This design comes from an exercise in tuning for small area, a short achievable clock period and few clock cycles per item on the open sky130 flow, not from production work.
Function was not checked in any run shown here: the RTL went through the layout flow alone.
Power is estimated from default activity; no workload was simulated.

File: flow/config.mk
export PLATFORM = sky130hd
export DESIGN_NAME = power_calc
export DESIGN_NICKNAME = power_calc
export VERILOG_FILES = /design/flow/design.v
export SDC_FILE = /design/flow/constraint.sdc
export NUM_CORES = 4
export LEC_CHECK = 0
export CAP_MARGIN = 20
export CORE_MARGIN = 2
export CORE_UTILIZATION = 40
export SLEW_MARGIN = 20
export SYNTH_HIERARCHICAL = 1
export SYNTH_MINIMUM_KEEP_SIZE = 0
File: flow/constraint.sdc
create_clock -name core_clock -period 10.0 [get_ports {clk}]
set_input_delay 2.0000 -clock core_clock [delete_from_list [all_inputs] [get_ports {clk}]]
set_output_delay 2.0000 -clock core_clock [all_outputs]
set_load 0.01 [all_outputs]
File: flow/design.v
module power_calc (
    input  logic        clk,
    input  logic        rst,
    input  logic        in_valid,
    input  logic [19:0] in_data_1,
    input  logic [2:0]  in_data_2,
    output logic        busy,
    output logic        out_valid,
    output logic [59:0] out_data
);
    logic [19:0] b_r;        
    logic [9:0]  a_r;        
    logic [2:0]  j_r;        
    logic [2:0]  rem_r;      
    logic        act_r;      
    logic        first_r;    
    logic        small_r;    
    logic        kzero_r;    
    logic        gate_r;     
    logic        stall_r;    
    logic        bsmall_r;   
    logic [2:0]  nlast_r;    
    logic        busy_r;
    logic [9:0]  ls_r;       
    logic [9:0]  lc_r;       
    logic [19:0] cs_r;       
    logic [19:0] cc_r;       
    logic        co_r;       
    logic        cv_r;       
    logic [2:0]  cj_r;       
    logic [2:0]  cj1_r;      
    logic        clast_r;    
    logic        cfin_r;     
    logic        ckz_r;      
    logic [59:0] acc_r;      
    logic        ov_r;
    logic [29:0] ts, tc;     
    logic [10:0] lo;         
    logic [19:0] hi;         
    logic [9:0]  wlo;        
    logic [19:0] whi;
    logic        last;
    logic        run;
    logic        tcyc;       
    logic        fin;
    logic        take;
    logic [59:0] view;       
    logic [9:0]  a_nxt;      
    logic [9:0]  a_base;     
    logic        a_lo;       
    logic        a_hi;       
    power_calc_csa u_csa (
        .a  (a_r),
        .b  (b_r),
        .cs (gate_r ? cs_r : 20'd0),
        .cc (gate_r ? cc_r : 20'd0),
        .s  (ts),
        .c  (tc)
    );
    logic [29:0] sum;
    logic [30:0] sum_c;      
    power_calc_add #(.W(30)) u_add (
        .a  ({cs_r, ls_r}),
        .b  ({cc_r, lc_r}),
        .ci (co_r),
        .s  (sum),
        .c  (sum_c)
    );
    assign lo  = {sum_c[10], sum[9:0]};
    assign hi  = sum[29:10];
    assign wlo   = ckz_r ? 10'd0 : lo[9:0];
    assign whi   = ckz_r ? 20'd1 : hi;
    always_comb begin
        view = acc_r;
        if (cv_r) begin
            for (int i = 0; i < 6; i++) begin
                if (cj_r != 3'd0 && i == int'(cj_r) - 1) view[10*i +: 10] = wlo;
                if (clast_r && i == int'(cj_r))           view[10*i +: 10] = whi[9:0];
                if (clast_r && i == int'(cj_r) + 1)       view[10*i +: 10] = whi[19:10];
                if (clast_r && i > int'(cj_r) + 1)        view[10*i +: 10] = 10'd0;
            end
        end
    end
    assign last = (j_r == 3'd0) ? bsmall_r : (first_r | (j_r == nlast_r));
    assign tcyc = act_r & ~stall_r;
    assign run  = tcyc & ~small_r;
    assign fin  = tcyc & (small_r | (last & (rem_r == 3'd1)));
    assign take = in_valid & ~busy_r;
    always_comb begin
        if (first_r) begin
            a_nxt = b_r[19:10];
        end else begin
            case (j_r)
                3'd0:    a_nxt = acc_r[19:10];
                3'd1:    a_nxt = acc_r[29:20];
                3'd2:    a_nxt = acc_r[39:30];
                default: a_nxt = acc_r[49:40];
            endcase
        end
    end
    always_comb begin
        a_lo   = 1'b0;
        a_hi   = 1'b0;
        a_base = a_nxt;
        if (stall_r) begin
            a_lo = (cj_r == 3'd1);
            a_hi = (cj_r == 3'd0);
        end else if (last) begin
            a_base = acc_r[9:0];
            a_lo   = cv_r & (cj_r == 3'd1);
        end else begin
            a_lo   = cv_r & ~first_r & (j_r == 3'd0) & (cj_r == 3'd2);
        end
    end
    logic        act_nt, stall_nt, first_nt, last_nt, busy_nt, busy_new;
    logic [2:0]  j_nt, rem_nt, nlast_nt;
    assign act_nt   = act_r & ~fin;
    assign stall_nt = run & last & (rem_r != 3'd1) & (j_r[2:1] == 2'd0);
    assign j_nt     = run ? (last ? 3'd0 : j_r + 3'd1) : j_r;
    assign first_nt = first_r & ~(run & last);
    assign rem_nt   = (run & last) ? rem_r - 3'd1 : rem_r;
    logic        top;        
    logic [9:0]  ta, tb, te;
    assign ta  = cs_r[19:10];
    assign tb  = cc_r[19:10];
    assign te  = (ta ^ tb) ^ {ta[8:0] | tb[8:0], sum_c[20]};
    assign top = |te;
    assign nlast_nt = (cv_r & clast_r) ? (top ? cj1_r : cj_r) : nlast_r;
    assign last_nt  = (j_nt == 3'd0) ? bsmall_r
                    : (first_nt | (~(cv_r & clast_r) & (j_nt == nlast_r)));
    assign busy_nt  = act_nt & (stall_nt | ~last_nt | (rem_nt != 3'd1));
    assign busy_new = ~((in_data_2 < 3'd2) | ((in_data_2 == 3'd2) & ~|in_data_1[19:10]));
    always_ff @(posedge clk) begin
        if (rst) begin
            act_r   <= 1'b0;
            stall_r <= 1'b0;
            busy_r  <= 1'b0;
            cv_r    <= 1'b0;
            co_r    <= 1'b0;
            ov_r    <= 1'b0;
        end else begin
            ov_r    <= cv_r & cfin_r;
            cv_r    <= tcyc;
            co_r    <= cv_r & ~clast_r & lo[10];
            stall_r <= stall_nt;
            act_r   <= take | act_nt;
            busy_r  <= take ? busy_new : busy_nt;
        end
    end
    always_ff @(posedge clk) begin
        if (cv_r) acc_r <= view;
        nlast_r <= nlast_nt;
        ls_r    <= ts[9:0];
        lc_r    <= tc[9:0];
        cs_r    <= ts[29:10];
        cc_r    <= tc[29:10];
        cj_r    <= small_r ? 3'd1 : j_r;
        cj1_r   <= small_r ? 3'd2 : j_r + 3'd1;
        clast_r <= small_r | last;
        cfin_r  <= small_r | (last & (rem_r == 3'd1));
        ckz_r   <= small_r & kzero_r;
        a_r     <= take ? ((in_data_2 < 3'd2) ? 10'd1 : in_data_1[9:0])
                        : (a_lo ? lo[9:0] : (a_hi ? hi[9:0] : a_base));
        j_r     <= j_nt;
        gate_r  <= (j_nt != 3'd0);
        first_r <= first_nt;
        rem_r   <= rem_nt;
        if (take) begin
            b_r      <= in_data_1;
            bsmall_r <= ~|in_data_1[19:10];
            j_r      <= 3'd0;
            gate_r   <= 1'b0;
            first_r  <= 1'b1;
            small_r  <= in_data_2 < 3'd2;
            kzero_r  <= in_data_2 == 3'd0;
            rem_r    <= (in_data_2 > 3'd5) ? 3'd4 : in_data_2 - 3'd1;
        end
    end
    assign busy      = busy_r;
    assign out_valid = ov_r;
    assign out_data  = acc_r;
endmodule
module power_calc_add #(
    parameter int W = 30
) (
    input  logic [W-1:0] a,
    input  logic [W-1:0] b,
    input  logic         ci,
    output logic [W-1:0] s,
    output logic [W:0]   c
);
    logic [W-1:0] p, g, gg, pp;
    always_comb begin
        p  = a ^ b;
        g  = a & b;
        gg = g;
        pp = p;
        gg[0] = g[0] | (p[0] & ci);
        for (int d = 1; d < W; d = d * 2) begin
            for (int i = 2 * d - 1; i < W; i = i + 2 * d) begin
                gg[i] = gg[i] | (pp[i] & gg[i-d]);
                pp[i] = pp[i] & pp[i-d];
            end
        end
        for (int d = 16; d >= 1; d = d / 2) begin
            for (int i = 3 * d - 1; i < W; i = i + 2 * d) begin
                gg[i] = gg[i] | (pp[i] & gg[i-d]);
                pp[i] = pp[i] & pp[i-d];
            end
        end
        c = {gg, ci};
        s = p ^ c[W-1:0];
    end
endmodule
module power_calc_csa (
    input  logic [9:0]  a,
    input  logic [19:0] b,
    input  logic [19:0] cs,
    input  logic [19:0] cc,
    output logic [29:0] s,
    output logic [29:0] c
);
    logic [19:0] pp [10];
    always_comb begin
        for (int i = 0; i < 10; i++) pp[i] = b & {20{a[i]}};
    end
    logic w1;
    logic w2;
    logic w3;
    logic w4;
    logic w5;
    logic w6;
    logic w7;
    logic w8;
    logic w9;
    logic w10;
    logic w11;
    logic w12;
    logic w13;
    logic w14;
    logic w15;
    logic w16;
    logic w17;
    logic w18;
    logic w19;
    logic w20;
    logic w21;
    logic w22;
    logic w23;
    logic w24;
    logic w25;
    logic w26;
    logic w27;
    logic w28;
    logic w29;
    logic w30;
    logic w31;
    logic w32;
    logic w33;
    logic w34;
    logic w35;
    logic w36;
    logic w37;
    logic w38;
    logic w39;
    logic w40;
    logic w41;
    logic w42;
    logic w43;
    logic w44;
    logic w45;
    logic w46;
    logic w47;
    logic w48;
    logic w49;
    logic w50;
    logic w51;
    logic w52;
    logic w53;
    logic w54;
    logic w55;
    logic w56;
    logic w57;
    logic w58;
    logic w59;
    logic w60;
    logic w61;
    logic w62;
    logic w63;
    logic w64;
    logic w65;
    logic w66;
    logic w67;
    logic w68;
    logic w69;
    logic w70;
    logic w71;
    logic w72;
    logic w73;
    logic w74;
    logic w75;
    logic w76;
    logic w77;
    logic w78;
    logic w79;
    logic w80;
    logic w81;
    logic w82;
    logic w83;
    logic w84;
    logic w85;
    logic w86;
    logic w87;
    logic w88;
    logic w89;
    logic w90;
    logic w91;
    logic w92;
    logic w93;
    logic w94;
    logic w95;
    logic w96;
    logic w97;
    logic w98;
    logic w99;
    logic w100;
    logic w101;
    logic w102;
    logic w103;
    logic w104;
    logic w105;
    logic w106;
    logic w107;
    logic w108;
    logic w109;
    logic w110;
    logic w111;
    logic w112;
    logic w113;
    logic w114;
    logic w115;
    logic w116;
    logic w117;
    logic w118;
    logic w119;
    logic w120;
    logic w121;
    logic w122;
    logic w123;
    logic w124;
    logic w125;
    logic w126;
    logic w127;
    logic w128;
    logic w129;
    logic w130;
    logic w131;
    logic w132;
    logic w133;
    logic w134;
    logic w135;
    logic w136;
    logic w137;
    logic w138;
    logic w139;
    logic w140;
    logic w141;
    logic w142;
    logic w143;
    logic w144;
    logic w145;
    logic w146;
    logic w147;
    logic w148;
    logic w149;
    logic w150;
    logic w151;
    logic w152;
    logic w153;
    logic w154;
    logic w155;
    logic w156;
    logic w157;
    logic w158;
    logic w159;
    logic w160;
    logic w161;
    logic w162;
    logic w163;
    logic w164;
    logic w165;
    logic w166;
    logic w167;
    logic w168;
    logic w169;
    logic w170;
    logic w171;
    logic w172;
    logic w173;
    logic w174;
    logic w175;
    logic w176;
    logic w177;
    logic w178;
    logic w179;
    logic w180;
    logic w181;
    logic w182;
    logic w183;
    logic w184;
    logic w185;
    logic w186;
    logic w187;
    logic w188;
    logic w189;
    logic w190;
    logic w191;
    logic w192;
    logic w193;
    logic w194;
    logic w195;
    logic w196;
    logic w197;
    logic w198;
    logic w199;
    logic w200;
    logic w201;
    logic w202;
    logic w203;
    logic w204;
    logic w205;
    logic w206;
    logic w207;
    logic w208;
    logic w209;
    logic w210;
    logic w211;
    logic w212;
    logic w213;
    logic w214;
    logic w215;
    logic w216;
    logic w217;
    logic w218;
    logic w219;
    logic w220;
    logic w221;
    logic w222;
    logic w223;
    logic w224;
    logic w225;
    logic w226;
    logic w227;
    logic w228;
    logic w229;
    logic w230;
    logic w231;
    logic w232;
    logic w233;
    logic w234;
    logic w235;
    logic w236;
    logic w237;
    logic w238;
    logic w239;
    logic w240;
    logic w241;
    logic w242;
    logic w243;
    logic w244;
    logic w245;
    logic w246;
    logic w247;
    logic w248;
    logic w249;
    logic w250;
    logic w251;
    logic w252;
    logic w253;
    logic w254;
    logic w255;
    logic w256;
    logic w257;
    logic w258;
    logic w259;
    logic w260;
    logic w261;
    logic w262;
    logic w263;
    logic w264;
    logic w265;
    logic w266;
    logic w267;
    logic w268;
    logic w269;
    logic w270;
    logic w271;
    logic w272;
    logic w273;
    logic w274;
    logic w275;
    logic w276;
    logic w277;
    logic w278;
    logic w279;
    logic w280;
    logic w281;
    logic w282;
    logic w283;
    logic w284;
    logic w285;
    logic w286;
    logic w287;
    logic w288;
    logic w289;
    logic w290;
    logic w291;
    logic w292;
    logic w293;
    logic w294;
    logic w295;
    logic w296;
    logic w297;
    logic w298;
    logic w299;
    logic w300;
    logic w301;
    logic w302;
    logic w303;
    logic w304;
    logic w305;
    logic w306;
    logic w307;
    logic w308;
    logic w309;
    logic w310;
    logic w311;
    logic w312;
    logic w313;
    logic w314;
    logic w315;
    logic w316;
    logic w317;
    logic w318;
    logic w319;
    logic w320;
    logic w321;
    logic w322;
    logic w323;
    logic w324;
    logic w325;
    logic w326;
    logic w327;
    logic w328;
    logic w329;
    logic w330;
    logic w331;
    logic w332;
    logic w333;
    logic w334;
    logic w335;
    logic w336;
    logic w337;
    logic w338;
    logic w339;
    logic w340;
    logic w341;
    logic w342;
    logic w343;
    logic w344;
    logic w345;
    logic w346;
    logic w347;
    logic w348;
    logic w349;
    logic w350;
    logic w351;
    logic w352;
    logic w353;
    logic w354;
    logic w355;
    logic w356;
    logic w357;
    logic w358;
    logic w359;
    logic w360;
    logic w361;
    logic w362;
    logic w363;
    logic w364;
    logic w365;
    logic w366;
    logic w367;
    logic w368;
    logic w369;
    logic w370;
    logic w371;
    logic w372;
    logic w373;
    logic w374;
    logic w375;
    logic w376;
    logic w377;
    logic w378;
    logic w379;
    logic w380;
    logic w381;
    logic w382;
    logic w383;
    logic w384;
    logic w385;
    logic w386;
    logic w387;
    logic w388;
    logic w389;
    logic w390;
    logic w391;
    logic w392;
    logic w393;
    logic w394;
    logic w395;
    logic w396;
    logic w397;
    logic w398;
    logic w399;
    logic w400;
    power_calc_ha u_w1 (.a(cs[7]), .b(cc[7]), .s(w1), .c(w2));
    power_calc_fa u_w3 (.a(cs[8]), .b(cc[8]), .ci(pp[0][8]), .s(w3), .c(w4));
    power_calc_ha u_w5 (.a(pp[1][7]), .b(pp[2][6]), .s(w5), .c(w6));
    power_calc_fa u_w7 (.a(cs[9]), .b(cc[9]), .ci(pp[0][9]), .s(w7), .c(w8));
    power_calc_fa u_w9 (.a(pp[1][8]), .b(pp[2][7]), .ci(pp[3][6]), .s(w9), .c(w10));
    power_calc_ha u_w11 (.a(pp[4][5]), .b(pp[5][4]), .s(w11), .c(w12));
    power_calc_fa u_w13 (.a(cs[10]), .b(cc[10]), .ci(pp[0][10]), .s(w13), .c(w14));
    power_calc_fa u_w15 (.a(pp[1][9]), .b(pp[2][8]), .ci(pp[3][7]), .s(w15), .c(w16));
    power_calc_fa u_w17 (.a(pp[4][6]), .b(pp[5][5]), .ci(pp[6][4]), .s(w17), .c(w18));
    power_calc_fa u_w19 (.a(cs[11]), .b(cc[11]), .ci(pp[0][11]), .s(w19), .c(w20));
    power_calc_fa u_w21 (.a(pp[1][10]), .b(pp[2][9]), .ci(pp[3][8]), .s(w21), .c(w22));
    power_calc_fa u_w23 (.a(pp[4][7]), .b(pp[5][6]), .ci(pp[6][5]), .s(w23), .c(w24));
    power_calc_fa u_w25 (.a(cs[12]), .b(cc[12]), .ci(pp[0][12]), .s(w25), .c(w26));
    power_calc_fa u_w27 (.a(pp[1][11]), .b(pp[2][10]), .ci(pp[3][9]), .s(w27), .c(w28));
    power_calc_fa u_w29 (.a(pp[4][8]), .b(pp[5][7]), .ci(pp[6][6]), .s(w29), .c(w30));
    power_calc_fa u_w31 (.a(cs[13]), .b(cc[13]), .ci(pp[0][13]), .s(w31), .c(w32));
    power_calc_fa u_w33 (.a(pp[1][12]), .b(pp[2][11]), .ci(pp[3][10]), .s(w33), .c(w34));
    power_calc_fa u_w35 (.a(pp[4][9]), .b(pp[5][8]), .ci(pp[6][7]), .s(w35), .c(w36));
    power_calc_fa u_w37 (.a(cs[14]), .b(cc[14]), .ci(pp[0][14]), .s(w37), .c(w38));
    power_calc_fa u_w39 (.a(pp[1][13]), .b(pp[2][12]), .ci(pp[3][11]), .s(w39), .c(w40));
    power_calc_fa u_w41 (.a(pp[4][10]), .b(pp[5][9]), .ci(pp[6][8]), .s(w41), .c(w42));
    power_calc_fa u_w43 (.a(cs[15]), .b(cc[15]), .ci(pp[0][15]), .s(w43), .c(w44));
    power_calc_fa u_w45 (.a(pp[1][14]), .b(pp[2][13]), .ci(pp[3][12]), .s(w45), .c(w46));
    power_calc_fa u_w47 (.a(pp[4][11]), .b(pp[5][10]), .ci(pp[6][9]), .s(w47), .c(w48));
    power_calc_fa u_w49 (.a(cs[16]), .b(cc[16]), .ci(pp[0][16]), .s(w49), .c(w50));
    power_calc_fa u_w51 (.a(pp[1][15]), .b(pp[2][14]), .ci(pp[3][13]), .s(w51), .c(w52));
    power_calc_fa u_w53 (.a(pp[4][12]), .b(pp[5][11]), .ci(pp[6][10]), .s(w53), .c(w54));
    power_calc_fa u_w55 (.a(cs[17]), .b(cc[17]), .ci(pp[0][17]), .s(w55), .c(w56));
    power_calc_fa u_w57 (.a(pp[1][16]), .b(pp[2][15]), .ci(pp[3][14]), .s(w57), .c(w58));
    power_calc_fa u_w59 (.a(pp[4][13]), .b(pp[5][12]), .ci(pp[6][11]), .s(w59), .c(w60));
    power_calc_fa u_w61 (.a(cs[18]), .b(cc[18]), .ci(pp[0][18]), .s(w61), .c(w62));
    power_calc_fa u_w63 (.a(pp[1][17]), .b(pp[2][16]), .ci(pp[3][15]), .s(w63), .c(w64));
    power_calc_fa u_w65 (.a(pp[4][14]), .b(pp[5][13]), .ci(pp[6][12]), .s(w65), .c(w66));
    power_calc_fa u_w67 (.a(cs[19]), .b(cc[19]), .ci(pp[0][19]), .s(w67), .c(w68));
    power_calc_fa u_w69 (.a(pp[1][18]), .b(pp[2][17]), .ci(pp[3][16]), .s(w69), .c(w70));
    power_calc_fa u_w71 (.a(pp[4][15]), .b(pp[5][14]), .ci(pp[6][13]), .s(w71), .c(w72));
    power_calc_fa u_w73 (.a(pp[1][19]), .b(pp[2][18]), .ci(pp[3][17]), .s(w73), .c(w74));
    power_calc_ha u_w75 (.a(pp[4][16]), .b(pp[5][15]), .s(w75), .c(w76));
    power_calc_ha u_w77 (.a(pp[2][19]), .b(pp[3][18]), .s(w77), .c(w78));
    power_calc_ha u_w79 (.a(cs[4]), .b(cc[4]), .s(w79), .c(w80));
    power_calc_fa u_w81 (.a(cs[5]), .b(cc[5]), .ci(pp[0][5]), .s(w81), .c(w82));
    power_calc_ha u_w83 (.a(pp[1][4]), .b(pp[2][3]), .s(w83), .c(w84));
    power_calc_fa u_w85 (.a(cs[6]), .b(cc[6]), .ci(pp[0][6]), .s(w85), .c(w86));
    power_calc_fa u_w87 (.a(pp[1][5]), .b(pp[2][4]), .ci(pp[3][3]), .s(w87), .c(w88));
    power_calc_ha u_w89 (.a(pp[4][2]), .b(pp[5][1]), .s(w89), .c(w90));
    power_calc_fa u_w91 (.a(pp[0][7]), .b(pp[1][6]), .ci(pp[2][5]), .s(w91), .c(w92));
    power_calc_fa u_w93 (.a(pp[3][4]), .b(pp[4][3]), .ci(pp[5][2]), .s(w93), .c(w94));
    power_calc_fa u_w95 (.a(pp[6][1]), .b(pp[7][0]), .ci(w1), .s(w95), .c(w96));
    power_calc_fa u_w97 (.a(pp[3][5]), .b(pp[4][4]), .ci(pp[5][3]), .s(w97), .c(w98));
    power_calc_fa u_w99 (.a(pp[6][2]), .b(pp[7][1]), .ci(pp[8][0]), .s(w99), .c(w100));
    power_calc_fa u_w101 (.a(w2), .b(w5), .ci(w3), .s(w101), .c(w102));
    power_calc_fa u_w103 (.a(pp[6][3]), .b(pp[7][2]), .ci(pp[8][1]), .s(w103), .c(w104));
    power_calc_fa u_w105 (.a(pp[9][0]), .b(w6), .ci(w11), .s(w105), .c(w106));
    power_calc_fa u_w107 (.a(w4), .b(w7), .ci(w9), .s(w107), .c(w108));
    power_calc_fa u_w109 (.a(pp[7][3]), .b(pp[8][2]), .ci(pp[9][1]), .s(w109), .c(w110));
    power_calc_fa u_w111 (.a(w12), .b(w8), .ci(w10), .s(w111), .c(w112));
    power_calc_fa u_w113 (.a(w13), .b(w15), .ci(w17), .s(w113), .c(w114));
    power_calc_fa u_w115 (.a(pp[7][4]), .b(pp[8][3]), .ci(pp[9][2]), .s(w115), .c(w116));
    power_calc_fa u_w117 (.a(w14), .b(w16), .ci(w18), .s(w117), .c(w118));
    power_calc_fa u_w119 (.a(w19), .b(w21), .ci(w23), .s(w119), .c(w120));
    power_calc_fa u_w121 (.a(pp[7][5]), .b(pp[8][4]), .ci(pp[9][3]), .s(w121), .c(w122));
    power_calc_fa u_w123 (.a(w20), .b(w22), .ci(w24), .s(w123), .c(w124));
    power_calc_fa u_w125 (.a(w25), .b(w27), .ci(w29), .s(w125), .c(w126));
    power_calc_fa u_w127 (.a(pp[7][6]), .b(pp[8][5]), .ci(pp[9][4]), .s(w127), .c(w128));
    power_calc_fa u_w129 (.a(w26), .b(w28), .ci(w30), .s(w129), .c(w130));
    power_calc_fa u_w131 (.a(w31), .b(w33), .ci(w35), .s(w131), .c(w132));
    power_calc_fa u_w133 (.a(pp[7][7]), .b(pp[8][6]), .ci(pp[9][5]), .s(w133), .c(w134));
    power_calc_fa u_w135 (.a(w32), .b(w34), .ci(w36), .s(w135), .c(w136));
    power_calc_fa u_w137 (.a(w37), .b(w39), .ci(w41), .s(w137), .c(w138));
    power_calc_fa u_w139 (.a(pp[7][8]), .b(pp[8][7]), .ci(pp[9][6]), .s(w139), .c(w140));
    power_calc_fa u_w141 (.a(w38), .b(w40), .ci(w42), .s(w141), .c(w142));
    power_calc_fa u_w143 (.a(w43), .b(w45), .ci(w47), .s(w143), .c(w144));
    power_calc_fa u_w145 (.a(pp[7][9]), .b(pp[8][8]), .ci(pp[9][7]), .s(w145), .c(w146));
    power_calc_fa u_w147 (.a(w44), .b(w46), .ci(w48), .s(w147), .c(w148));
    power_calc_fa u_w149 (.a(w49), .b(w51), .ci(w53), .s(w149), .c(w150));
    power_calc_fa u_w151 (.a(pp[7][10]), .b(pp[8][9]), .ci(pp[9][8]), .s(w151), .c(w152));
    power_calc_fa u_w153 (.a(w50), .b(w52), .ci(w54), .s(w153), .c(w154));
    power_calc_fa u_w155 (.a(w55), .b(w57), .ci(w59), .s(w155), .c(w156));
    power_calc_fa u_w157 (.a(pp[7][11]), .b(pp[8][10]), .ci(pp[9][9]), .s(w157), .c(w158));
    power_calc_fa u_w159 (.a(w56), .b(w58), .ci(w60), .s(w159), .c(w160));
    power_calc_fa u_w161 (.a(w61), .b(w63), .ci(w65), .s(w161), .c(w162));
    power_calc_fa u_w163 (.a(pp[7][12]), .b(pp[8][11]), .ci(pp[9][10]), .s(w163), .c(w164));
    power_calc_fa u_w165 (.a(w62), .b(w64), .ci(w66), .s(w165), .c(w166));
    power_calc_fa u_w167 (.a(w67), .b(w69), .ci(w71), .s(w167), .c(w168));
    power_calc_fa u_w169 (.a(pp[6][14]), .b(pp[7][13]), .ci(pp[8][12]), .s(w169), .c(w170));
    power_calc_fa u_w171 (.a(pp[9][11]), .b(w75), .ci(w68), .s(w171), .c(w172));
    power_calc_fa u_w173 (.a(w70), .b(w72), .ci(w73), .s(w173), .c(w174));
    power_calc_fa u_w175 (.a(pp[4][17]), .b(pp[5][16]), .ci(pp[6][15]), .s(w175), .c(w176));
    power_calc_fa u_w177 (.a(pp[7][14]), .b(pp[8][13]), .ci(pp[9][12]), .s(w177), .c(w178));
    power_calc_fa u_w179 (.a(w76), .b(w77), .ci(w74), .s(w179), .c(w180));
    power_calc_fa u_w181 (.a(pp[3][19]), .b(pp[4][18]), .ci(pp[5][17]), .s(w181), .c(w182));
    power_calc_fa u_w183 (.a(pp[6][16]), .b(pp[7][15]), .ci(pp[8][14]), .s(w183), .c(w184));
    power_calc_ha u_w185 (.a(pp[9][13]), .b(w78), .s(w185), .c(w186));
    power_calc_fa u_w187 (.a(pp[4][19]), .b(pp[5][18]), .ci(pp[6][17]), .s(w187), .c(w188));
    power_calc_ha u_w189 (.a(pp[7][16]), .b(pp[8][15]), .s(w189), .c(w190));
    power_calc_ha u_w191 (.a(pp[5][19]), .b(pp[6][18]), .s(w191), .c(w192));
    power_calc_ha u_w193 (.a(cs[2]), .b(cc[2]), .s(w193), .c(w194));
    power_calc_fa u_w195 (.a(cs[3]), .b(cc[3]), .ci(pp[0][3]), .s(w195), .c(w196));
    power_calc_ha u_w197 (.a(pp[1][2]), .b(pp[2][1]), .s(w197), .c(w198));
    power_calc_fa u_w199 (.a(pp[0][4]), .b(pp[1][3]), .ci(pp[2][2]), .s(w199), .c(w200));
    power_calc_fa u_w201 (.a(pp[3][1]), .b(pp[4][0]), .ci(w79), .s(w201), .c(w202));
    power_calc_fa u_w203 (.a(pp[3][2]), .b(pp[4][1]), .ci(pp[5][0]), .s(w203), .c(w204));
    power_calc_fa u_w205 (.a(w80), .b(w83), .ci(w81), .s(w205), .c(w206));
    power_calc_fa u_w207 (.a(pp[6][0]), .b(w84), .ci(w89), .s(w207), .c(w208));
    power_calc_fa u_w209 (.a(w82), .b(w85), .ci(w87), .s(w209), .c(w210));
    power_calc_fa u_w211 (.a(w90), .b(w86), .ci(w88), .s(w211), .c(w212));
    power_calc_fa u_w213 (.a(w91), .b(w93), .ci(w95), .s(w213), .c(w214));
    power_calc_fa u_w215 (.a(w92), .b(w94), .ci(w96), .s(w215), .c(w216));
    power_calc_fa u_w217 (.a(w97), .b(w99), .ci(w101), .s(w217), .c(w218));
    power_calc_fa u_w219 (.a(w98), .b(w100), .ci(w103), .s(w219), .c(w220));
    power_calc_fa u_w221 (.a(w105), .b(w102), .ci(w107), .s(w221), .c(w222));
    power_calc_fa u_w223 (.a(w104), .b(w109), .ci(w106), .s(w223), .c(w224));
    power_calc_fa u_w225 (.a(w108), .b(w111), .ci(w113), .s(w225), .c(w226));
    power_calc_fa u_w227 (.a(w110), .b(w115), .ci(w112), .s(w227), .c(w228));
    power_calc_fa u_w229 (.a(w114), .b(w117), .ci(w119), .s(w229), .c(w230));
    power_calc_fa u_w231 (.a(w116), .b(w121), .ci(w118), .s(w231), .c(w232));
    power_calc_fa u_w233 (.a(w120), .b(w123), .ci(w125), .s(w233), .c(w234));
    power_calc_fa u_w235 (.a(w122), .b(w127), .ci(w124), .s(w235), .c(w236));
    power_calc_fa u_w237 (.a(w126), .b(w129), .ci(w131), .s(w237), .c(w238));
    power_calc_fa u_w239 (.a(w128), .b(w133), .ci(w130), .s(w239), .c(w240));
    power_calc_fa u_w241 (.a(w132), .b(w135), .ci(w137), .s(w241), .c(w242));
    power_calc_fa u_w243 (.a(w134), .b(w139), .ci(w136), .s(w243), .c(w244));
    power_calc_fa u_w245 (.a(w138), .b(w141), .ci(w143), .s(w245), .c(w246));
    power_calc_fa u_w247 (.a(w140), .b(w145), .ci(w142), .s(w247), .c(w248));
    power_calc_fa u_w249 (.a(w144), .b(w147), .ci(w149), .s(w249), .c(w250));
    power_calc_fa u_w251 (.a(w146), .b(w151), .ci(w148), .s(w251), .c(w252));
    power_calc_fa u_w253 (.a(w150), .b(w153), .ci(w155), .s(w253), .c(w254));
    power_calc_fa u_w255 (.a(w152), .b(w157), .ci(w154), .s(w255), .c(w256));
    power_calc_fa u_w257 (.a(w156), .b(w159), .ci(w161), .s(w257), .c(w258));
    power_calc_fa u_w259 (.a(w158), .b(w163), .ci(w160), .s(w259), .c(w260));
    power_calc_fa u_w261 (.a(w162), .b(w165), .ci(w167), .s(w261), .c(w262));
    power_calc_fa u_w263 (.a(w164), .b(w169), .ci(w166), .s(w263), .c(w264));
    power_calc_fa u_w265 (.a(w168), .b(w171), .ci(w173), .s(w265), .c(w266));
    power_calc_fa u_w267 (.a(w170), .b(w175), .ci(w177), .s(w267), .c(w268));
    power_calc_fa u_w269 (.a(w172), .b(w174), .ci(w179), .s(w269), .c(w270));
    power_calc_fa u_w271 (.a(w176), .b(w178), .ci(w181), .s(w271), .c(w272));
    power_calc_fa u_w273 (.a(w183), .b(w185), .ci(w180), .s(w273), .c(w274));
    power_calc_fa u_w275 (.a(pp[9][14]), .b(w189), .ci(w182), .s(w275), .c(w276));
    power_calc_fa u_w277 (.a(w184), .b(w186), .ci(w187), .s(w277), .c(w278));
    power_calc_fa u_w279 (.a(pp[7][17]), .b(pp[8][16]), .ci(pp[9][15]), .s(w279), .c(w280));
    power_calc_fa u_w281 (.a(w190), .b(w191), .ci(w188), .s(w281), .c(w282));
    power_calc_fa u_w283 (.a(pp[6][19]), .b(pp[7][18]), .ci(pp[8][17]), .s(w283), .c(w284));
    power_calc_ha u_w285 (.a(pp[9][16]), .b(w192), .s(w285), .c(w286));
    power_calc_ha u_w287 (.a(pp[7][19]), .b(pp[8][18]), .s(w287), .c(w288));
    power_calc_ha u_w289 (.a(cs[1]), .b(cc[1]), .s(w289), .c(w290));
    power_calc_fa u_w291 (.a(pp[0][2]), .b(pp[1][1]), .ci(pp[2][0]), .s(w291), .c(w292));
    power_calc_fa u_w293 (.a(pp[3][0]), .b(w194), .ci(w197), .s(w293), .c(w294));
    power_calc_fa u_w295 (.a(w198), .b(w196), .ci(w199), .s(w295), .c(w296));
    power_calc_fa u_w297 (.a(w200), .b(w202), .ci(w203), .s(w297), .c(w298));
    power_calc_fa u_w299 (.a(w204), .b(w207), .ci(w206), .s(w299), .c(w300));
    power_calc_fa u_w301 (.a(w208), .b(w210), .ci(w211), .s(w301), .c(w302));
    power_calc_fa u_w303 (.a(w212), .b(w214), .ci(w215), .s(w303), .c(w304));
    power_calc_fa u_w305 (.a(w216), .b(w219), .ci(w218), .s(w305), .c(w306));
    power_calc_fa u_w307 (.a(w220), .b(w223), .ci(w222), .s(w307), .c(w308));
    power_calc_fa u_w309 (.a(w224), .b(w227), .ci(w226), .s(w309), .c(w310));
    power_calc_fa u_w311 (.a(w228), .b(w231), .ci(w230), .s(w311), .c(w312));
    power_calc_fa u_w313 (.a(w232), .b(w235), .ci(w234), .s(w313), .c(w314));
    power_calc_fa u_w315 (.a(w236), .b(w239), .ci(w238), .s(w315), .c(w316));
    power_calc_fa u_w317 (.a(w240), .b(w243), .ci(w242), .s(w317), .c(w318));
    power_calc_fa u_w319 (.a(w244), .b(w247), .ci(w246), .s(w319), .c(w320));
    power_calc_fa u_w321 (.a(w248), .b(w251), .ci(w250), .s(w321), .c(w322));
    power_calc_fa u_w323 (.a(w252), .b(w255), .ci(w254), .s(w323), .c(w324));
    power_calc_fa u_w325 (.a(w256), .b(w259), .ci(w258), .s(w325), .c(w326));
    power_calc_fa u_w327 (.a(w260), .b(w263), .ci(w262), .s(w327), .c(w328));
    power_calc_fa u_w329 (.a(w267), .b(w264), .ci(w266), .s(w329), .c(w330));
    power_calc_fa u_w331 (.a(w268), .b(w271), .ci(w270), .s(w331), .c(w332));
    power_calc_fa u_w333 (.a(w272), .b(w275), .ci(w277), .s(w333), .c(w334));
    power_calc_fa u_w335 (.a(w279), .b(w276), .ci(w278), .s(w335), .c(w336));
    power_calc_fa u_w337 (.a(w280), .b(w283), .ci(w285), .s(w337), .c(w338));
    power_calc_fa u_w339 (.a(pp[9][17]), .b(w287), .ci(w284), .s(w339), .c(w340));
    power_calc_ha u_w341 (.a(pp[8][19]), .b(pp[9][18]), .s(w341), .c(w342));
    power_calc_ha u_w343 (.a(cs[0]), .b(cc[0]), .s(w343), .c(w344));
    power_calc_fa u_w345 (.a(pp[0][1]), .b(pp[1][0]), .ci(w289), .s(w345), .c(w346));
    power_calc_fa u_w347 (.a(w290), .b(w193), .ci(w291), .s(w347), .c(w348));
    power_calc_fa u_w349 (.a(w292), .b(w195), .ci(w293), .s(w349), .c(w350));
    power_calc_fa u_w351 (.a(w201), .b(w294), .ci(w295), .s(w351), .c(w352));
    power_calc_fa u_w353 (.a(w296), .b(w297), .ci(w205), .s(w353), .c(w354));
    power_calc_fa u_w355 (.a(w298), .b(w209), .ci(w299), .s(w355), .c(w356));
    power_calc_fa u_w357 (.a(w213), .b(w300), .ci(w301), .s(w357), .c(w358));
    power_calc_fa u_w359 (.a(w302), .b(w303), .ci(w217), .s(w359), .c(w360));
    power_calc_fa u_w361 (.a(w304), .b(w221), .ci(w305), .s(w361), .c(w362));
    power_calc_fa u_w363 (.a(w225), .b(w306), .ci(w307), .s(w363), .c(w364));
    power_calc_fa u_w365 (.a(w229), .b(w308), .ci(w309), .s(w365), .c(w366));
    power_calc_fa u_w367 (.a(w233), .b(w310), .ci(w311), .s(w367), .c(w368));
    power_calc_fa u_w369 (.a(w237), .b(w312), .ci(w313), .s(w369), .c(w370));
    power_calc_fa u_w371 (.a(w241), .b(w314), .ci(w315), .s(w371), .c(w372));
    power_calc_fa u_w373 (.a(w245), .b(w316), .ci(w317), .s(w373), .c(w374));
    power_calc_fa u_w375 (.a(w249), .b(w318), .ci(w319), .s(w375), .c(w376));
    power_calc_fa u_w377 (.a(w253), .b(w320), .ci(w321), .s(w377), .c(w378));
    power_calc_fa u_w379 (.a(w257), .b(w322), .ci(w323), .s(w379), .c(w380));
    power_calc_fa u_w381 (.a(w261), .b(w324), .ci(w325), .s(w381), .c(w382));
    power_calc_fa u_w383 (.a(w265), .b(w326), .ci(w327), .s(w383), .c(w384));
    power_calc_fa u_w385 (.a(w269), .b(w328), .ci(w329), .s(w385), .c(w386));
    power_calc_fa u_w387 (.a(w273), .b(w330), .ci(w331), .s(w387), .c(w388));
    power_calc_fa u_w389 (.a(w274), .b(w333), .ci(w332), .s(w389), .c(w390));
    power_calc_fa u_w391 (.a(w281), .b(w334), .ci(w335), .s(w391), .c(w392));
    power_calc_fa u_w393 (.a(w282), .b(w337), .ci(w336), .s(w393), .c(w394));
    power_calc_fa u_w395 (.a(w286), .b(w339), .ci(w338), .s(w395), .c(w396));
    power_calc_fa u_w397 (.a(w288), .b(w341), .ci(w340), .s(w397), .c(w398));
    power_calc_ha u_w399 (.a(pp[9][19]), .b(w342), .s(w399), .c(w400));
    assign s[0] = pp[0][0];
    assign c[0] = w343;
    assign s[1] = w344;
    assign c[1] = w345;
    assign s[2] = w346;
    assign c[2] = w347;
    assign s[3] = w348;
    assign c[3] = w349;
    assign s[4] = w350;
    assign c[4] = w351;
    assign s[5] = w352;
    assign c[5] = w353;
    assign s[6] = w354;
    assign c[6] = w355;
    assign s[7] = w356;
    assign c[7] = w357;
    assign s[8] = w358;
    assign c[8] = w359;
    assign s[9] = w360;
    assign c[9] = w361;
    assign s[10] = w362;
    assign c[10] = w363;
    assign s[11] = w364;
    assign c[11] = w365;
    assign s[12] = w366;
    assign c[12] = w367;
    assign s[13] = w368;
    assign c[13] = w369;
    assign s[14] = w370;
    assign c[14] = w371;
    assign s[15] = w372;
    assign c[15] = w373;
    assign s[16] = w374;
    assign c[16] = w375;
    assign s[17] = w376;
    assign c[17] = w377;
    assign s[18] = w378;
    assign c[18] = w379;
    assign s[19] = w380;
    assign c[19] = w381;
    assign s[20] = w382;
    assign c[20] = w383;
    assign s[21] = w384;
    assign c[21] = w385;
    assign s[22] = w386;
    assign c[22] = w387;
    assign s[23] = w388;
    assign c[23] = w389;
    assign s[24] = w391;
    assign c[24] = w390;
    assign s[25] = w392;
    assign c[25] = w393;
    assign s[26] = w395;
    assign c[26] = w394;
    assign s[27] = w397;
    assign c[27] = w396;
    assign s[28] = w399;
    assign c[28] = w398;
    assign s[29] = w400;
    assign c[29] = 1'b0;
endmodule
module power_calc_fa (input logic a, input logic b, input logic ci,
                      output logic s, output logic c);
    assign s = a ^ b ^ ci;
    assign c = (a & b) | (a & ci) | (b & ci);
endmodule
module power_calc_ha (input logic a, input logic b,
                      output logic s, output logic c);
    assign s = a ^ b;
    assign c = a & b;
endmodule
File: flow/flow/run.sh
#!/bin/bash
set -euo pipefail
bash standard.sh SETUP_SLACK_MARGIN=6.5 "BUFFER_PORTS_ARGS=-buffer_cell sky130_fd_sc_hd__buf_2" finish > standard_flow.log 2>&1
File: flow/standard.sh
#!/bin/bash
# synth_recipe.tcl (not shown) runs the flow's synth.tcl, then flattens the netlist and writes it again
# the make line also repeats each setting of config.mk as NAME=value (left out here)
make -C /OpenROAD-flow-scripts/flow DESIGN_CONFIG=/design/flow/config.mk WORK_HOME=/design/flow/orfs CLKGATE_MAP_FILE= SYNTH_SCRIPT=/design/flow/synth_recipe.tcl "${@:-finish}"
==> results of run 1 <==
where the power goes:
part | leakage (nW) | internal (mW) | total [mW] | switching, mW
clock network | 0.292 | 0.346 | 0.685 | 0.339
logic | 5.28 | 1.52 | 3.49 | 1.97
registers | 1.58 | 1.03 | 1.29 | 0.263
how the worst max path moves through the flow:
stage	to	slack, ns
after CTS	acc_r[55]$_SDFFCE_PP0P_	6.44
after global placement	busy_r$_SDFF_PP0_	5.84
final	acc_r[59]$_SDFFCE_PP0P_	6.51
after detailed placement	busy_r$_SDFF_PP0_	5.78
after global routing	acc_r[59]$_SDFFCE_PP0P_	6.36
after floorplan	busy_r$_SDFF_PP0_	6.62
sequential cells by signal, summed over array words and instances (netlist names), 3 cells and up:
name	flops
acc_r	60
b_r	20
cc_r	20
cs_r	20
a_r	10
lc_r	10
ls_r	10
cj1_r	3
cj_r	3
j_r	3
nlast_r	3
rem_r	3
timing repair:
action,CTS,global route
pin swaps,6,38
cloned,0,0
gates resized for setup,34,88
setup buffers,8,8
endpoints found under the hold margin,0,0
setup endpoints to repair,76,102
hold buffers,0,0
critical path: cells and delay by family (launching register included):
kind	cells	cell delay [ns]
flops	1	0.32
compound gates	7	1.39
simple gates	1	0.12
xor+xnor	1	0.24
fa+ha+maj	3	1.01
buf+inv	3	0.24
routing by layer:
layer	share of wire (%)	up-vias	GRT usage (%)
met3	4.6	67	2.38
met4	2.7	0	6.57
li1	-	4903	-
met1	45	5627	30.1
met5	0	-	0
met2	47	350	35.3
metrics by stage:
step	cells	util [%]	total power, mW	setup WS (ns)
finish	1992	44.3	5.47	6.51
CTS	1984	43.1	5.22	6.44
floorplan	1474	-	4.19	6.62
global placement	1943	41.0	4.37	5.84
global route	1992	44.3	5.93	6.36
detailed placement	1944	41.1	4.44	5.78
cells in the final DEF, fill, tap and decap left out, drive strengths merged, types with 14 or more instances in the layout:
cell type,count
xor2,14
inv,74
a211oi,68
edfxtp,86
xnor2,18
o211ai,16
nand3,14
nor2b,15
and2,246
o21ai,76
clkbuf,18
ha,73
buf,108
nand2,84
fa,197
nor2,69
dfxtp,93
nand2b,26
a21oi,39
final cells by class:
cell class,instances,area (um^2)
fill,3630,21500
timing repair buffer,108,609
sequential,179,4460
clock buffer,18,450
multi-input combinational,1089,10600
tap,518,648
inverter,66,253
clock inverter,14,133
==> run_results.csv, run 1 <==
group,metric,value,unit
run_status,outcome,"timing/DRC/antenna clean",
floorplanning,die_w,202,um
timing,hold_viol_final,0,
floorplanning,pin_count,88,
critical_path,reg2reg_depth,15,
critical_path,startpoint,"ls_r[0]$_DFF_P_",
logic_synthesis,synth_area_per_cell,10.6,um^2
critical_path,worstSetupPathType,"reg -> reg",
floorplanning,core-area,0.0386,mm^2
timing,rsz0062_at_grt,"true",
floorplanning,dieArea,0.0407,mm^2
drt,wl_per_cell,21.6,um
job,drv_cap,0,
global_route,grt_antenna_before_repair,1,
floorplanning,rows,72,
power_and_ir_drop,p_per_area,320,mW/mm^2
min_path,hold_path_end,"ckz_r$_DFF_P_",
timing,whs,0.442,ns
drt,drtIter0Drc,791,
logic_synthesis,syn-instance-count,1474,
clocking,h-tree-depth,4,
global_route,overflow,0,
finish,drive_gt1_share,25.2,%
min_path,holdCritPathClass,"reg -> reg",
timing,setup_violations,0,
drt,drcViolationCount,0,
logic_synthesis,syn-num-nets,1770,
critical_path,crit_path_max_incr_delay,0.42,ns
global_route,grt_pass1_vias,11500,
place,dpl-instance-area,0.0159,mm^2
place,gp_congestion,0.879,
power_and_ir_drop,vdd_drop_max,0.189,mV
timing,min_period,3.49,ns
critical_path,endpoint_kind,"register",
clocking,cts_tree,"done",
clocking,cts.sinks,179,
min_path,hold-path-cell-count,1,
critical_path,cpMaxStageDelayCell,"fa_2",
timing,drv_slew,0,
finish,fin_area,0.0171,mm^2
timing,post-route-period-util,34.9,%
power_and_ir_drop,leakage,7.16,nW
clocking,clock_latency,0.46,ns
finish,layout.nets,1757,
finish,n_antenna_cell,0,
logic_synthesis,synth_warnings,11,
timing,worst_pin_slew,1.27,ns
drt,via_per_inst,5.50,
drt,firstDrtPassIters,5,
clocking,path_clk_slew,0.08,ns
critical_path,cp.arrival,3.76,ns
global_route,grt_first_pass_wirelength,66.8,mm
logic_synthesis,netlist_area,0.0156,mm^2
global_route,grt_max_degree,41,
critical_path,rr_endpoint,"acc_r[59]$_SDFFCE_PP0P_",
finish,area_growth_syn_to_layout,9.36,%
min_path,hp-start,"kzero_r$_DFFE_PP_",
floorplanning,fp.dieH,202,um
global_route,grtUsageTotal,21.5,%
timing,skew,0.0190,ns
clocking,root_buffer,"clkbuf_16",
drt,antenna_left,0,
critical_path,crit_top_cell,"fa_2",
critical_path,rrSetupSlack,6.51,ns
critical_path,reg2reg_from,"ls_r[0]$_DFF_P_",
place,hpwlAfterDp,32.4,mm
timing,fmax,286,MHz
drt,vias,10900,
critical_path,cp-start-kind,"register",
timing,setup_tns,0,ns
clocking,cts_buffers,17,
timing,slew_headroom,14.7,%
critical_path,crit_chain,"inv_2 -> fa_2 -> inv_2 -> fa_2 -> a211oi_2 -> o21ai_2 -> buf_4 -> o211ai_4 -> a31oi_4 -> o31ai_4 -> o21ai_2 -> fa_2 -> xor2_4 -> nand2b_4 -> a211oi_1",
clocking,cts_buffer_depth,2,
critical_path,crit_required,10.27,ns
critical_path,cp_max_fo,5,
drt,wl,43.0,mm
place,port_buffers,87,
floorplanning,start_util,40.5,%
==> run 2: changes to the inputs <==
--- a/flow/config.mk
+++ b/flow/config.mk
@@ -8,6 +8,7 @@
 export CAP_MARGIN = 20
 export CORE_MARGIN = 2
 export CORE_UTILIZATION = 40
+export CTS_BUF_LIST = sky130_fd_sc_hd__clkbuf_4 sky130_fd_sc_hd__clkbuf_8
 export SLEW_MARGIN = 20
 export SYNTH_HIERARCHICAL = 1
 export SYNTH_MINIMUM_KEEP_SIZE = 0
==> run_results.csv, run 2 <==
group,metric,value,unit
finish,area_growth_syn_to_layout,6.90,%
global_route,overflow,0,
floorplanning,fp.dieH,202,um
timing,rsz0062_at_grt,"true",
critical_path,endpoint_kind,"register",
finish,n_antenna_cell,0,
logic_synthesis,synth_area_per_cell,10.6,um^2
clocking,ctsHoldBuffers,0,
power_and_ir_drop,pwr-share-clk,10.1,%
timing,setup_tns,0,ns
finish,top_register,"acc_r",
drt,wl,42.6,mm
floorplanning,core-area,0.0386,mm^2
floorplanning,pin_count,88,
drt,antenna_left,0,
floorplanning,rows,72,
place,hpwlAfterDp,32.4,mm
power_and_ir_drop,netSwitchingPower,2.49,mW
floorplanning,die_w,202,um
finish,final_common_cell,"fa_1",
critical_path,worstSetupPathType,"reg -> reg",
logic_synthesis,netlist_area,0.0156,mm^2
timing,fmax,290,MHz
power_and_ir_drop,combPwrFrac,64.9,%
timing,skew,0.0252,ns
clocking,path_clk_slew,0.12,ns
timing,min_period,3.45,ns
floorplanning,dieArea,0.0407,mm^2
global_route,grt_antenna_before_repair,2,
clocking,cts_buffers,17,
power_and_ir_drop,leakage,7.01,nW
finish,fin_util,43.3,%
drt,via_per_inst,5.50,
critical_path,cp-start-kind,"register",
timing,slew_headroom,26.7,%
global_route,grt_first_pass_wirelength,66.5,mm
finish,final_cell_mix,"fa_1, and2_1, and2_2",
drt,drtIter0Drc,893,
min_path,holdCritPathClass,"reg -> reg",
place,dp_slack,5.78,ns
timing,post-route-period-util,34.5,%
power_and_ir_drop,sw_frac_of_total,48.0,%
run_status,outcome,"timing/DRC/antenna clean",
global_route,grt_max_degree,41,
place,gp_congestion,0.879,
finish,layout.nets,1752,
finish,nFillCells,3679,
timing,hold_viol_final,0,
clocking,h-tree-depth,4,
timing,fin_ws,6.55,ns
finish,drive_gt1_share,22.5,%
logic_synthesis,syn-instance-count,1474,
drt,wl_per_cell,21.4,um
global_route,grtUsageTotal,21.4,%
clocking,cts.sinks,179,
power_and_ir_drop,seqPwrFrac,25.0,%
clocking,cts_buffer_depth,2,
finish,largest_reg_flops,60,
finish,fin_area,0.0167,mm^2
power_and_ir_drop,vdd_drop_max,0.154,mV
logic_synthesis,syn-num-nets,1770,
global_route,grt_pass1_vias,11500,
drt,firstDrtPassIters,8,
logic_synthesis,synth_warnings,11,
critical_path,cp_max_fo,5,
job,drv_cap,0,
floorplanning,start_util,40.5,%
timing,drv_slew,0,
clocking,cts_tree,"done",
drt,vias,10900,
power_and_ir_drop,p_int,2.70,mW
critical_path,cp.arrival,3.73,ns
place,port_buffers,87,
drt,drcViolationCount,0,
clocking,root_buffer,"clkbuf_8",
critical_path,crit_required,10.29,ns
timing,setup_violations,0,
clocking,clock_latency,0.50,ns
timing,worst_pin_slew,1.10,ns
place,dpl-instance-area,0.0159,mm^2
power_and_ir_drop,p_per_area,310,mW/mm^2
-- run 2: power by group through the flow --
| stage | Sequential, mW | Clock (mW) | Combinational [mW] |
|---|---|---|---|
| floorplan | 1.15 | 0 | 3.04 |
| global placement | 1.31 | 0 | 3.06 |
| detailed placement | 1.31 | 0 | 3.13 |
| CTS | 1.30 | 0.532 | 3.21 |
| global route | 1.32 | 0.560 | 3.77 |
| finish | 1.29 | 0.525 | 3.37 |
-- run 2: repair_timing --
item | 4_1_cts | 5_1_grt
setup buffers | 4 | 7
resized for setup | 30 | 48
endpoints found under the setup margin | 70 | 84
gates cloned | 0 | 0
pin swaps | 6 | 17
-- run 2: path summary, 6_finish.rpt --
| kind | from | end | slack, ns | depth (start not counted) |
|---|---|---|---|---|
| worst max register to register | ls_r[0]$_DFF_P_ | acc_r[56]$_SDFFCE_PP0P_ | 6.55 | 14 |
| worst max-delay path | ls_r[0]$_DFF_P_ | acc_r[56]$_SDFFCE_PP0P_ | 6.55 | 14 |
| worst min register to register | kzero_r$_DFFE_PP_ | ckz_r$_DFF_P_ | 0.45 | 1 |
| worst min-delay path | kzero_r$_DFFE_PP_ | ckz_r$_DFF_P_ | 0.45 | 1 |
-- run 2: cell type report --
class                           count  area, um^2  area share, %
Multi-Input combinational cell   1089       10400           62.2
Sequential cell                   179        4460           26.7
Tap cell                          518         648           3.88
Timing Repair Buffer              103         568           3.40
Inverter                           66         253           1.51
Clock buffer                       17         234           1.40
Clock inverter                     15         163          0.973
-- run 2: per-stage QoR --
stage,total power [mW],hold slack [ns],cells
floorplan,4.19,0.420,1474
global placement,4.37,0.433,1943
detailed placement,4.44,0.424,1944
CTS,5.04,0.448,1980
global route,5.65,0.472,1987
finish,5.19,0.449,1987
-- run 2: worst max-delay path, stage by stage (launching register included) --
cell and delay [ns]:
dfxtp_2 0.32, inv_1 0.07, fa_2 0.20, inv_1 0.05, fa_2 0.36, a211oi_2 0.21, o21ai_2 0.14, o211ai_4 0.29
a31oi_4 0.15, o31ai_4 0.25, o21a_1 0.19, fa_1 0.42, inv_1 0.13, nand2b_2 0.13, a211oi_1 0.35
-- run 2: per-layer routing --
layer / routed length (um) / GRT usage, % / share of wire (%) / vias to the layer above
met2: 20300 / 35.3 / 48 / 335
met3: 1920 / 2.69 / 4.5 / 71
li1: - / - / - / 4893
met5: 0 / 0 / 0 / -
met1: 19300 / 29.6 / 45 / 5633
met4: 1100 / 6.62 / 2.6 / 0
==> run 3: changes to the inputs <==
--- a/flow/config.mk
+++ b/flow/config.mk
@@ -8,7 +8,7 @@
 export CAP_MARGIN = 20
 export CORE_MARGIN = 2
 export CORE_UTILIZATION = 40
-export CTS_BUF_LIST = sky130_fd_sc_hd__clkbuf_4 sky130_fd_sc_hd__clkbuf_8
+export CTS_BUF_LIST = sky130_fd_sc_hd__clkbuf_8
 export SLEW_MARGIN = 20
 export SYNTH_HIERARCHICAL = 1
 export SYNTH_MINIMUM_KEEP_SIZE = 0
==> run_results.csv, run 3 <==
group,metric,value,unit
timing,post-route-period-util,34.5,%
power_and_ir_drop,vdd_drop_max,0.154,mV
place,port_buffers,87,
logic_synthesis,syn-num-nets,1770,
timing,min_period,3.45,ns
timing,setup_violations,0,
timing,rsz0062_at_grt,"true",
power_and_ir_drop,leakage,7.01,nW
finish,seq_area,0.00446,mm^2
place,dpl-instance-area,0.0159,mm^2
global_route,grt_pass1_vias,11500,
finish,nFillCells,3679,
critical_path,cpMaxStageDelayCell,"fa_1",
logic_synthesis,synth_warnings,11,
critical_path,crit_path_max_incr_delay,0.42,ns
finish,final_cell_mix,"fa_1, and2_1, and2_2",
global_route,overflow,0,
drt,antenna_left,0,
floorplanning,core-area,0.0386,mm^2
global_route,grt_first_pass_wirelength,66.5,mm
logic_synthesis,syn-instance-count,1474,
critical_path,crit_required,10.29,ns
drt,wl_per_cell,21.4,um
critical_path,cp-start-kind,"register",
drt,drtIter0Drc,893,
global_route,grtUsageTotal,21.4,%
critical_path,crit_family,"compound AO/OA/AOI/OAI gates",
finish,top_register,"acc_r",
critical_path,cp_max_fo,5,
timing,hold_viol_final,0,
run_status,outcome,"timing/DRC/antenna clean",
global_route,grt_antenna_before_repair,2,
finish,final_common_cell,"fa_1",
clocking,ctsHoldBuffers,0,
timing,skew,0.0252,ns
drt,vias,10900,
drt,wl,42.6,mm
finish,largest_reg_flops,60,
logic_synthesis,synth_area_per_cell,10.6,um^2
clocking,h-tree-depth,4,
clocking,cts_buffer_depth,2,
global_route,grt.busiest_layer,"met2",
finish,n_antenna_cell,0,
floorplanning,die_w,202,um
critical_path,worstSetupPathType,"reg -> reg",
floorplanning,rows,72,
finish,layout.nets,1752,
clocking,path_clk_slew,0.12,ns
drt,via_per_inst,5.50,
global_route,gr-usage-met1,29.6,%
critical_path,endpoint_kind,"register",
finish,multi_input_area,0.0104,mm^2
floorplanning,fp.dieH,202,um
global_route,grtUsageMet3,2.69,%
job,drv_cap,0,
timing,setup_tns,0,ns
floorplanning,dieArea,0.0407,mm^2
clocking,cts_tree,"done",
min_path,holdCritPathClass,"reg -> reg",
drt,firstDrtPassIters,8,
place,hpwlAfterDp,32.4,mm
finish,area_growth_syn_to_layout,6.90,%
clocking,cts_buffers,17,
clocking,cts.sinks,179,
timing,fmax,290,MHz
logic_synthesis,netlist_area,0.0156,mm^2
clocking,root_buffer,"clkbuf_8",
global_route,grt_use_met2,35.3,%
power_and_ir_drop,p_per_area,310,mW/mm^2
place,gp_congestion,0.879,
timing,drv_slew,0,
drt,drcViolationCount,0,
finish,fin_area,0.0167,mm^2
critical_path,crit_top_cell,"inv_1",
floorplanning,start_util,40.5,%
critical_path,cp.arrival,3.73,ns
timing,worst_pin_slew,1.10,ns
finish,drive_gt1_share,22.5,%
timing,slew_headroom,26.7,%
floorplanning,pin_count,88,
critical_path,crit_chain,"inv_1 -> fa_2 -> inv_1 -> fa_2 -> a211oi_2 -> o21ai_2 -> o211ai_4 -> a31oi_4 -> o31ai_4 -> o21a_1 -> fa_1 -> inv_1 -> nand2b_2 -> a211oi_1",
clocking,clock_latency,0.50,ns
critical_path,worst-path-buf-inv,3,
global_route,grt_max_degree,41,
run 3: cell counts in the layout (fill, tap and decap cells not counted):
Identical to the previous run, type by type.
run 3: metrics by stage:
step	setup WS (ns)	util (%)	hold WS (ns)	total power, mW	cells
6_report	6.55	43.3	0.449	5.19	1987
4_1_cts	6.47	42.5	0.448	5.04	1980
3_3_place_gp	5.84	41.0	0.433	4.37	1943
3_5_place_dp	5.78	41.1	0.424	4.44	1944
5_1_grt	6.41	43.3	0.472	5.65	1987
2_1_floorplan	6.62	-	0.420	4.19	1474
run 3: worst paths after layout:
kind | from | to | slack (ns) | cells past startpoint
max | ls_r[0]$_DFF_P_ | acc_r[56]$_SDFFCE_PP0P_ | 6.55 | 14
min | kzero_r$_DFFE_PP_ | ckz_r$_DFF_P_ | 0.45 | 1
max reg2reg | ls_r[0]$_DFF_P_ | acc_r[56]$_SDFFCE_PP0P_ | 6.55 | 14
min reg2reg | kzero_r$_DFFE_PP_ | ckz_r$_DFF_P_ | 0.45 | 1
run 3: repair_timing:
item / CTS / global route
resized for setup: 30 / 48
pin swaps: 6 / 17
endpoints found under the hold margin: 0 / 0
setup endpoints to repair: 70 / 84
buffers inserted: 4 / 7
run 3: report_power, final:
group	total, mW	internal, mW	switching, mW
combinational	3.37	1.46	1.91
clock	0.525	0.209	0.315
sequential	1.29	1.03	0.263
run 3: area by class of cell:
type,instances,share of cell area [%]
clock buffer,17,1.40
clock inverter,15,0.973
inverter,66,1.51
multi-input combinational,1089,62.2
sequential,179,26.7
tap,518,3.88
timing repair buffer,103,3.40
run 3: metal layers:
layer | wire (um) | part of all wire, %
met3 | 1920 | 4.5
met1 | 19300 | 45
met5 | 0 | 0
met2 | 20300 | 48
met4 | 1100 | 2.6
run 3: worst reg2reg max path: stages (launching register included):
cell and delay, ns:
dfxtp_2 0.32, inv_1 0.07, fa_2 0.20, inv_1 0.05, fa_2 0.36, a211oi_2 0.21
o21ai_2 0.14, o211ai_4 0.29, a31oi_4 0.15, o31ai_4 0.25, o21a_1 0.19, fa_1 0.42
inv_1 0.13, nand2b_2 0.13, a211oi_1 0.35
==> run 4: changes to the inputs <==
--- a/flow/config.mk
+++ b/flow/config.mk
@@ -9,6 +9,7 @@
 export CORE_MARGIN = 2
 export CORE_UTILIZATION = 40
 export CTS_BUF_LIST = sky130_fd_sc_hd__clkbuf_8
+export CTS_CLUSTER_SIZE = 12
 export SLEW_MARGIN = 20
 export SYNTH_HIERARCHICAL = 1
 export SYNTH_MINIMUM_KEEP_SIZE = 0
==> run_results.csv, run 4 <==
group,metric,value,unit
finish,layout.nets,1752,
drt,via_per_inst,5.50,
timing,worst_pin_slew,1.10,ns
job,drv_cap,0,
timing,slew_headroom,26.7,%
min_path,holdCritPathClass,"reg -> reg",
critical_path,crit_top_cell,"inv_1",
drt,vias,10900,
critical_path,rrSetupSlack,6.55,ns
global_route,overflow,0,
floorplanning,rows,72,
critical_path,crit_cells,14,
critical_path,rr_endpoint,"acc_r[56]$_SDFFCE_PP0P_",
drt,wl_per_cell,21.4,um
floorplanning,dieArea,0.0407,mm^2
clocking,path_clk_slew,0.12,ns
logic_synthesis,synth_area_per_cell,10.6,um^2
drt,firstDrtPassIters,8,
min_path,hp-start,"kzero_r$_DFFE_PP_",
critical_path,crit_family,"compound AO/OA/AOI/OAI gates",
timing,setup_tns,0,ns
critical_path,crit_path_max_incr_delay,0.42,ns
finish,top_register,"acc_r",
critical_path,worst-path-buf-inv,3,
timing,fmax,290,MHz
floorplanning,die_w,202,um
floorplanning,core-area,0.0386,mm^2
critical_path,worstSetupPathType,"reg -> reg",
global_route,grt_first_pass_wirelength,66.5,mm
finish,final_common_cell,"fa_1",
critical_path,reg2reg_depth,14,
critical_path,crit_chain,"inv_1 -> fa_2 -> inv_1 -> fa_2 -> a211oi_2 -> o21ai_2 -> o211ai_4 -> a31oi_4 -> o31ai_4 -> o21a_1 -> fa_1 -> inv_1 -> nand2b_2 -> a211oi_1",
logic_synthesis,syn-num-nets,1770,
drt,antenna_left,0,
power_and_ir_drop,p_per_area,310,mW/mm^2
timing,hold_viol_final,0,
global_route,grt_antenna_before_repair,2,
finish,fin_area,0.0167,mm^2
floorplanning,start_util,40.5,%
min_path,hold_path_end,"ckz_r$_DFF_P_",
drt,drt-met1-wl,19.3,mm
timing,rsz0062_at_grt,"true",
floorplanning,pin_count,88,
critical_path,cp.arrival,3.73,ns
timing,drv_slew,0,
critical_path,cp_max_fo,5,
drt,highest_layer,"met4",
place,gp_congestion,0.879,
timing,whs,0.449,ns
clocking,ctsHoldBuffers,0,
clocking,h-tree-depth,4,
finish,area_growth_syn_to_layout,6.90,%
clocking,root_buffer,"clkbuf_8",
clocking,cts.sinks,179,
global_route,grt_pass1_vias,11500,
logic_synthesis,synth_warnings,11,
finish,final_cell_mix,"fa_1, and2_1, and2_2",
finish,fin_util,43.3,%
floorplanning,fp.dieH,202,um
drt,detailroute.wirelength.met2,20.3,mm
critical_path,reg2reg_from,"ls_r[0]$_DFF_P_",
timing,min_period,3.45,ns
clocking,cts_tree,"done",
finish,drive_gt1_share,22.5,%
finish,multi_input_area,0.0104,mm^2
finish,largest_reg_flops,60,
drt,drcViolationCount,0,
critical_path,cp-start-kind,"register",
timing,skew,0.0252,ns
clocking,clock_latency,0.50,ns
global_route,grtUsageTotal,21.4,%
power_and_ir_drop,vdd_drop_max,0.154,mV
finish,seq_area,0.00446,mm^2
drt,drtIter0Drc,893,
finish,n_antenna_cell,0,
place,port_buffers,87,
place,dpl-instance-area,0.0159,mm^2
global_route,grt_max_degree,41,
timing,post-route-period-util,34.5,%
critical_path,cpMaxStageDelayCell,"fa_1",
clocking,cts_buffer_depth,2,
drt,wl,42.6,mm
logic_synthesis,netlist_area,0.0156,mm^2
critical_path,crit_required,10.29,ns
timing,setup_violations,0,
min_path,hold-path-cell-count,1,
clocking,cts_buffers,17,
critical_path,endpoint_kind,"register",
power_and_ir_drop,leakage,7.01,nW
place,hpwlAfterDp,32.4,mm
logic_synthesis,syn-instance-count,1474,
run_status,outcome,"timing/DRC/antenna clean",
finish,nFillCells,3679,
drt,met3WireLength,1.92,mm
run 4: worst register-to-register path: stages, from the launching register on:
cell      delay (ns)
dfxtp_2         0.32
inv_1           0.07
fa_2            0.20
inv_1           0.05
fa_2            0.36
a211oi_2        0.21
o21ai_2         0.14
o211ai_4        0.29
a31oi_4         0.15
o31ai_4         0.25
o21a_1          0.19
fa_1            0.42
inv_1           0.13
nand2b_2        0.13
a211oi_1        0.35
run 4: repair_timing:
action	in CTS	in global routing
cloned	0	0
setup buffers	4	7
setup endpoints to repair	70	84
gates resized for setup	30	48
pin swaps	6	17
run 4: routing by layer:
layer  GRT usage [%]  vias up
li1                -     4893
met1            29.6     5633
met2            35.3      335
met3            2.69       71
met4            6.62        0
met5               0        -
run 4: cell type report:
class / instances / share of cell area, %
tap: 518 / 3.88
clock inverter: 15 / 0.973
clock buffer: 17 / 1.40
sequential: 179 / 26.7
inverter: 66 / 1.51
timing repair buffer: 103 / 3.40
multi-input combinational: 1089 / 62.2
run 4: through the flow:
step	power, mW	worst slack [ns]	instances
floorplan	4.19	6.62	1474
global placement	4.37	5.84	1943
detailed placement	4.44	5.78	1944
CTS	5.04	6.47	1980
global route	5.65	6.41	1987
finish	5.19	6.55	1987
run 4: worst max path at each step:
stage | from | endpoint | slack (ns)
detailed placement | in_valid | busy_r$_SDFF_PP0_ | 5.78
floorplan | in_data_1[15] | busy_r$_SDFF_PP0_ | 6.62
CTS | ls_r[0]$_DFF_P_ | acc_r[58]$_SDFFCE_PP0P_ | 6.47
global route | ls_r[0]$_DFF_P_ | acc_r[59]$_SDFFCE_PP0P_ | 6.41
finish | ls_r[0]$_DFF_P_ | acc_r[56]$_SDFFCE_PP0P_ | 6.55
global placement | in_valid | busy_r$_SDFF_PP0_ | 5.84
run 4: where the power goes:
part	internal (mW)	total, mW	leakage [nW]	switching [mW]
Combinational	1.46	3.37	5.23	1.91
Sequential	1.03	1.29	1.58	0.263
Clock	0.209	0.525	0.206	0.315
Total	2.70	5.19	7.01	2.49

-- afterwards: timing with drivers on the ports --
No port has a modelled driver above. Below, the same layouts with a new extraction and two added sets of constraints.
Step 1, drivers: a clkbuf_16 drives clk and a buf_2 each remaining input, both assumed.
Step 2 times the ports against the registers' clock, not the clock port: input delays grow and output delays shrink by t, the midpoint of the rising clock arrivals with the driver on.
Slacks: ideal / step 1 / step 2; pairs: ideal / step 1.
run	shift t [ns]	setup slack, ns	hold WS [ns]	worst setup path after step 2	pins driven straight from the clock port
run 1	0.495	6.506 / 6.506 / 6.279	0.442 / 0.442 / 0.442	input to register	1
run 2	0.531	6.552 / 6.552 / 6.274	0.449 / 0.449 / 0.449	input to register	1
run 3	0.531	6.552 / 6.552 / 6.274	0.449 / 0.449 / 0.449	input to register	1
run 4	0.531	6.552 / 6.552 / 6.274	0.449 / 0.449 / 0.449	input to register	1
After both steps every run listed still meets setup and hold.
